What follows belongs to an exercise in optimizing a design on an open flow for small area, a short achievable clock period and few clock cycles per item; a production flow would make more cautious choices. The RTL was checked by simulation tests, not by an equivalence proof against the original design. Power and IR drop assume default switching activity.

== JK ==
==> flow/design.v <==
module playfair_digraph_cipher_top (
  input  logic         clk,
  input  logic         rst_n,
  input  logic         cfg_we,
  input  logic [2:0]   cfg_index,
  input  logic [24:0]  cfg_data,
  input  logic         in_valid,
  output logic         in_ready,
  input  logic [4:0]   in_letter,
  input  logic         in_final,
  output logic         out_valid,
  input  logic         out_ready,
  output logic [4:0]   out_letter,
  output logic         out_letter_valid,
  output logic         out_eom,
  output logic         out_odd_error
);
  function automatic logic [4:0] fold_j(input logic [4:0] v);
    fold_j = (v == 5'd9) ? 5'd8 : v;
  endfunction
  function automatic logic [2:0] step_idx(input logic [2:0] i, input logic back);
    logic [2:0] res;
    if (back) begin
      res = (i == 3'd0) ? 3'd4 : i - 3'd1;
    end else begin
      res = (i == 3'd4) ? 3'd0 : i + 3'd1;
    end
    step_idx = res;
  endfunction
  logic         dec_r;
  logic [4:0]   fill_r;      
  logic [124:0] sq_r;        
  always_ff @(posedge clk) begin
    if (!rst_n || (cfg_we && cfg_index == 3'd0)) begin
      dec_r <= cfg_data[0] & rst_n;
    end
    for (int r = 0; r < 5; r++) begin
      if (!rst_n || (cfg_we && cfg_index == 3'(r + 1))) begin
        sq_r[r*25 +: 25] <= cfg_data & {25{rst_n}};
      end
    end
    if (!rst_n || (cfg_we && cfg_index == 3'd6)) begin
      fill_r <= rst_n ? fold_j(cfg_data[4:0]) : 5'd23;
    end
  end
  logic [1:0] fx_r;
  always_ff @(posedge clk) begin
    if (!rst_n) begin
      fx_r <= 2'd0;
    end else if (cfg_we) begin
      fx_r <= 2'd1;
    end else if (fx_r != 2'd0) begin
      fx_r <= fx_r + 2'd1;
    end
  end
  logic       a_v_r, s_v_r;
  logic [4:0] a_let_r, s_let_r;
  logic       a_fin_r, s_fin_r;
  logic       accept;
  logic       cons;          
  logic [4:0] in_fold;
  logic       in_ready_r;
  logic       s_v_nxt;
  assign in_ready = in_ready_r;
  assign accept   = in_valid && in_ready;
  assign in_fold  = fold_j(in_letter);
  logic [24:0] hit;
  logic [4:0]  rowhit;
  logic [2:0]  colidx [5];
  logic [2:0]  loc_r, loc_c;
  always_comb begin
    for (int i = 0; i < 25; i++) begin
      hit[i] = (sq_r[i*5 +: 5] == a_let_r);
    end
    for (int r = 0; r < 5; r++) begin
      rowhit[r] = |hit[r*5 +: 5];
      colidx[r] = 3'd0;
      for (int c = 4; c >= 0; c--) begin
        if (hit[r*5 + c]) colidx[r] = 3'(c);
      end
    end
    loc_r = 3'd0;
    for (int r = 4; r >= 0; r--) begin
      if (rowhit[r]) loc_r = 3'(r);
    end
    loc_c = colidx[0];
    for (int r = 4; r >= 0; r--) begin
      if (rowhit[r]) loc_c = colidx[r];
    end
  end
  logic       pend_v_r;
  logic [4:0] pend_let_r;
  logic [5:0] pend_pos_r;
  logic [5:0] fill_pos_r;
  logic       j_v_r;
  logic [5:0] j_p1_r, j_p2_r;
  logic       j_mark_r, j_last_r, j_twice_r;
  logic       j_done;
  logic       need_job;
  logic       same;
  logic [5:0] nj_p1, nj_p2;
  logic       nj_mark, nj_twice;
  logic       pend_v_nxt;
  assign same     = (pend_let_r == a_let_r);
  assign need_job = a_fin_r || pend_v_r;
  assign cons     = a_v_r && (!need_job || !j_v_r || j_done);
  assign s_v_nxt = (!a_v_r || cons) ? 1'b0 : (s_v_r || accept);
  always_comb begin
    nj_p1      = pend_pos_r;
    nj_p2      = {loc_r, loc_c};
    nj_mark    = 1'b0;
    nj_twice   = 1'b0;
    pend_v_nxt = 1'b0;
    if (!pend_v_r) begin
      nj_p1 = {loc_r, loc_c};
      nj_p2 = fill_pos_r;
      if (!a_fin_r) pend_v_nxt = 1'b1;
      nj_mark = dec_r;
    end else if (!dec_r && same) begin
      nj_p2      = fill_pos_r;
      nj_twice   = a_fin_r;
      pend_v_nxt = !a_fin_r;
    end
  end
  always_ff @(posedge clk) begin
    if (!rst_n) begin
      a_v_r    <= 1'b0;
      s_v_r    <= 1'b0;
      in_ready_r <= 1'b1;
      pend_v_r <= 1'b0;
      fill_pos_r <= 6'd0;
    end else begin
      if (!a_v_r || cons) begin
        a_v_r <= s_v_r || accept;
      end
      s_v_r      <= s_v_nxt;
      in_ready_r <= !s_v_nxt && !cfg_we && (fx_r == 2'd0 || fx_r == 2'd3);
      if (cons) begin
        pend_v_r <= pend_v_nxt;
      end
      if (fx_r == 2'd2) begin
        fill_pos_r <= {loc_r, loc_c};
      end
    end
  end
  always_ff @(posedge clk) begin
    if (fx_r == 2'd1) begin
      a_let_r <= fill_r;
    end else if (fx_r == 2'd2) begin
      a_let_r <= pend_let_r;
    end else if (!a_v_r || cons) begin
      a_let_r <= s_v_r ? s_let_r : in_fold;
      a_fin_r <= s_v_r ? s_fin_r : in_final;
    end
    if (a_v_r && !cons && accept) begin
      s_let_r <= in_fold;
      s_fin_r <= in_final;
    end
    if (cons && !pend_v_r) begin
      pend_let_r <= a_let_r;
    end
    if ((cons && !pend_v_r) || fx_r == 2'd3) begin
      pend_pos_r <= {loc_r, loc_c};
    end
  end
  logic       adv;           
  logic [1:0] s_r;           
  logic       r_v_r, r_x_r, r_mark_r, r_last_r;
  logic [2:0] r_row_r, r_col_r;
  logic       yp_v_r;        
  logic [4:0] yp_let_r;
  logic       yp_lv_r, yp_eom_r;
  logic       yk_r;          
  logic       o_v_r;
  logic [7:0] o_r;           
  assign adv    = !o_v_r || out_ready;
  assign j_done = j_v_r && adv && s_r[0] && (!j_twice_r || s_r[1]);
  logic       eqr, eqc, back;
  logic [2:0] r1, c1, r2, c2;
  logic [2:0] rd_r, rd_c;
  logic [24:0] row_sel;
  logic [4:0] rd_let;
  logic       keep;
  assign {r1, c1} = j_p1_r;
  assign {r2, c2} = j_p2_r;
  assign eqr      = (r1 == r2);
  assign eqc      = (c1 == c2);
  assign back     = dec_r;
  always_comb begin
    if (!s_r[0]) begin
      rd_r = (!eqr && eqc) ? step_idx(r2, back) : r2;
      rd_c = eqr ? step_idx(c2, back) : (eqc ? c2 : c1);
    end else begin
      rd_r = (!eqr && eqc) ? step_idx(r1, back) : r1;
      rd_c = eqr ? step_idx(c1, back) : (eqc ? c1 : c2);
    end
  end
  always_comb begin
    case (r_row_r)
      3'd0:    row_sel = sq_r[24:0];
      3'd1:    row_sel = sq_r[49:25];
      3'd2:    row_sel = sq_r[74:50];
      3'd3:    row_sel = sq_r[99:75];
      default: row_sel = sq_r[124:100];
    endcase
    case (r_col_r)
      3'd0:    rd_let = row_sel[4:0];
      3'd1:    rd_let = row_sel[9:5];
      3'd2:    rd_let = row_sel[14:10];
      3'd3:    rd_let = row_sel[19:15];
      default: rd_let = row_sel[24:20];
    endcase
  end
  assign keep = (rd_let != fill_r);
  always_ff @(posedge clk) begin
    if (!rst_n) begin
      j_v_r  <= 1'b0;
      s_r    <= 2'd0;
      r_v_r  <= 1'b0;
      yp_v_r <= 1'b0;
      o_v_r  <= 1'b0;
    end else begin
      if (cons && need_job) begin
        j_v_r <= 1'b1;
      end else if (j_done) begin
        j_v_r <= 1'b0;
      end
      if (adv) begin
        if (j_v_r) begin
          s_r <= j_done ? 2'd0 : s_r + 2'd1;
        end
        r_v_r <= j_v_r;
        if (!r_v_r || !r_x_r) begin
          o_v_r  <= yp_v_r;
          yp_v_r <= 1'b0;
        end else if (r_mark_r) begin
          o_v_r  <= 1'b1;
          yp_v_r <= 1'b0;
        end else begin
          o_v_r  <= !dec_r || keep;
          yp_v_r <= !dec_r || yk_r || (r_last_r && !keep);
        end
      end
    end
  end
  always_ff @(posedge clk) begin
    if (cons && need_job) begin
      j_p1_r    <= nj_p1;
      j_p2_r    <= nj_p2;
      j_mark_r  <= nj_mark;
      j_last_r  <= a_fin_r;
      j_twice_r <= nj_twice;
    end
    if (adv) begin
      r_x_r    <= s_r[0];
      r_row_r  <= rd_r;
      r_col_r  <= rd_c;
      r_mark_r <= j_mark_r;
      r_last_r <= j_last_r && (!j_twice_r || s_r[1]);
      if (!r_v_r || !r_x_r) begin
        o_r <= {yp_let_r, yp_lv_r, yp_eom_r, 1'b0};
        if (r_v_r) begin
          yp_let_r <= rd_let;
          yk_r     <= keep;
        end
      end else if (r_mark_r) begin
        o_r <= 8'b00000_0_1_1;
      end else begin
        o_r <= {rd_let, 1'b1, r_last_r && dec_r && !yk_r, 1'b0};
        if (!dec_r || yk_r) begin
          yp_lv_r  <= 1'b1;
          yp_eom_r <= r_last_r;
        end else begin
          yp_let_r <= 5'd0;
          yp_lv_r  <= 1'b0;
          yp_eom_r <= 1'b1;
        end
      end
    end
  end
  assign out_valid        = o_v_r;
  assign out_letter       = o_r[7:3];
  assign out_letter_valid = o_r[2];
  assign out_eom          = o_r[1];
  assign out_odd_error    = o_r[0];
endmodule
==> flow/config.mk <==
export PLATFORM = sky130hd
export DESIGN_NAME = playfair_digraph_cipher_top
export DESIGN_NICKNAME = playfair_digraph_cipher_top
export VERILOG_FILES = /design/flow/design.v
export SDC_FILE = /design/flow/constraint.sdc
export NUM_CORES = 4
export LEC_CHECK = 0
export ABC_AREA = 1
export CAP_MARGIN = 20
export CORE_MARGIN = 2
export CORE_UTILIZATION = 50
export CTS_BUF_LIST = sky130_fd_sc_hd__clkbuf_16
export CTS_CLUSTER_DIAMETER = 120
export CTS_CLUSTER_SIZE = 25
export PLACE_DENSITY = 0.7
export SETUP_SLACK_MARGIN = 4.3
export SLEW_MARGIN = 20
==> flow/constraint.sdc <==
create_clock -name core_clock -period 7.0 [get_ports {clk}]
set_input_delay 1.4000 -clock core_clock [delete_from_list [all_inputs] [get_ports {clk}]]
set_output_delay 1.4000 -clock core_clock [all_outputs]
set_load 0.01 [all_outputs]
standard.sh (not shown) runs the stock make flow with config.mk's settings and CLKGATE_MAP_FILE= SYNTH_SCRIPT=/design/flow/synth_recipe.tcl, a recipe that flattens the netlist after the stock synthesis.
==> flow/flow/run.sh <==
#!/bin/bash
# The standard layout, except that the buffers ABC inserted during synthesis are removed
# at floorplan (ORFS's REMOVE_ABC_BUFFERS) so that repair_design buffers from placement.
set -euo pipefail
bash standard.sh REMOVE_ABC_BUFFERS=1 finish > "$(pwd)/standard_flow.log" 2>&1
Testbench counts of JK, summed over its fixed seeds: cycles 13,875, letters 12,800.
The following lists how MS was set up differently from JK:
- swapping 50 for 40 in CORE_UTILIZATION
- swapping 0.7 for 0.6 in PLACE_DENSITY
==> flow/run.sh (new file) <==
#!/bin/bash
# synth_recipe.tcl (not shown) runs the flow's synth.tcl, then flattens the netlist and writes it again
# the make line also repeats each setting of config.mk as NAME=value (left out here)
make -C /OpenROAD-flow-scripts/flow DESIGN_CONFIG=/design/flow/config.mk WORK_HOME=/design/flow/orfs CLKGATE_MAP_FILE= SYNTH_SCRIPT=/design/flow/synth_recipe.tcl finish
removed: flow/flow/run.sh
removed: flow/standard.sh
### Flow results
- JK reports its highest metal layer used by the detailed router as met5 while MS reports met4.
- MS reports its type of the setup path with the least slack as reg -> reg while JK reports in -> reg.
- [compare] base=JK new=MS: later-pin clock latency in the skew report roughly the same, final worst-path setup slack fell 0.058 ns, maximum frequency now sits lower, detailed-route wire length has increased.
Inputs modified between MS and AL:
- a change of CTS_CLUSTER_DIAMETER from 120 to 140
- a change of CTS_CLUSTER_SIZE from 25 to 28
- a change of PLACE_DENSITY from 0.6 to 0.7
- a change of CORE_UTILIZATION from 40 to 50
==> run notes <==
On total chip power, MS loses to AL. AL: worst setup slack 0.048 ns above MS. AL: net load switching power lower than MS.
Relative to AL, the following input files were edited for TR:
- CTS_CLUSTER_SIZE changed from 28 to 25
- ABC_AREA changed from 1 to 0
- CTS_CLUSTER_DIAMETER changed from 140 to 120
==> comparison <==
TR reached the final stage; the timing, DRC and antenna checks on its layout passed. The simple logic cell fraction of the synthesized area number comes out higher for AL vs TR. Compared with AL, TR shows final weighted congestion in routability-driven placement that has gone down by a few percent. The stage delay of the slowest cell on the critical path in TR sits 0.29 ns above the value recorded for AL. Compare AL and TR | number of cells on the critical path lower: TR. Relative to AL, count of plain and timing-repair buffers in the layout has decreased by 8.0% in TR. Relative to AL, TR degrades final period demand of the worst path. Looking at maximum clock frequency, TR sits below AL. Die span in y, AL and TR: larger value in AL. Of AL and TR, the higher relative contribution of combinational cells to total power belongs to AL. Looking only at wire length, and setting everything else aside, the lower value of AL and TR goes to TR. On period utilization, the lower figure sits with AL, not TR.

[afterwards: timing with drivers on the ports]
In the flow no input, the clock included, has a driving cell. The finished layouts below were timed again as built, in two steps. Step 1, drivers: a clkbuf_16 drives clk and a buf_2 each remaining input, both assumed. Step 2 adds t to the input delays and takes it off the output delays; t is the mean of the earliest and latest rising clock arrival at the registers after step 1. Input paths then give back, and output paths get back, about the clock's delay inside the block. Slacks: no drivers / after step 1 / after step 2; pairs: no drivers / after step 1.
run	t (ns)	slack for setup (ns)	slew at the worst register clock pin (ns)
JK	0.528	4.366 / 4.388 / 3.860	0.11 / 0.11
MS	0.524	4.308 / 4.308 / 3.839	0.11 / 0.11
AL	0.514	4.356 / 4.380 / 3.866	0.12 / 0.12
TR	0.514	4.283 / 4.283 / 3.885	0.10 / 0.10
After both steps setup and hold are still met in every run listed. For JK, which loses most, drivers alone change the setup slack by +0.022 ns; drivers and shift together by -0.506 ns.
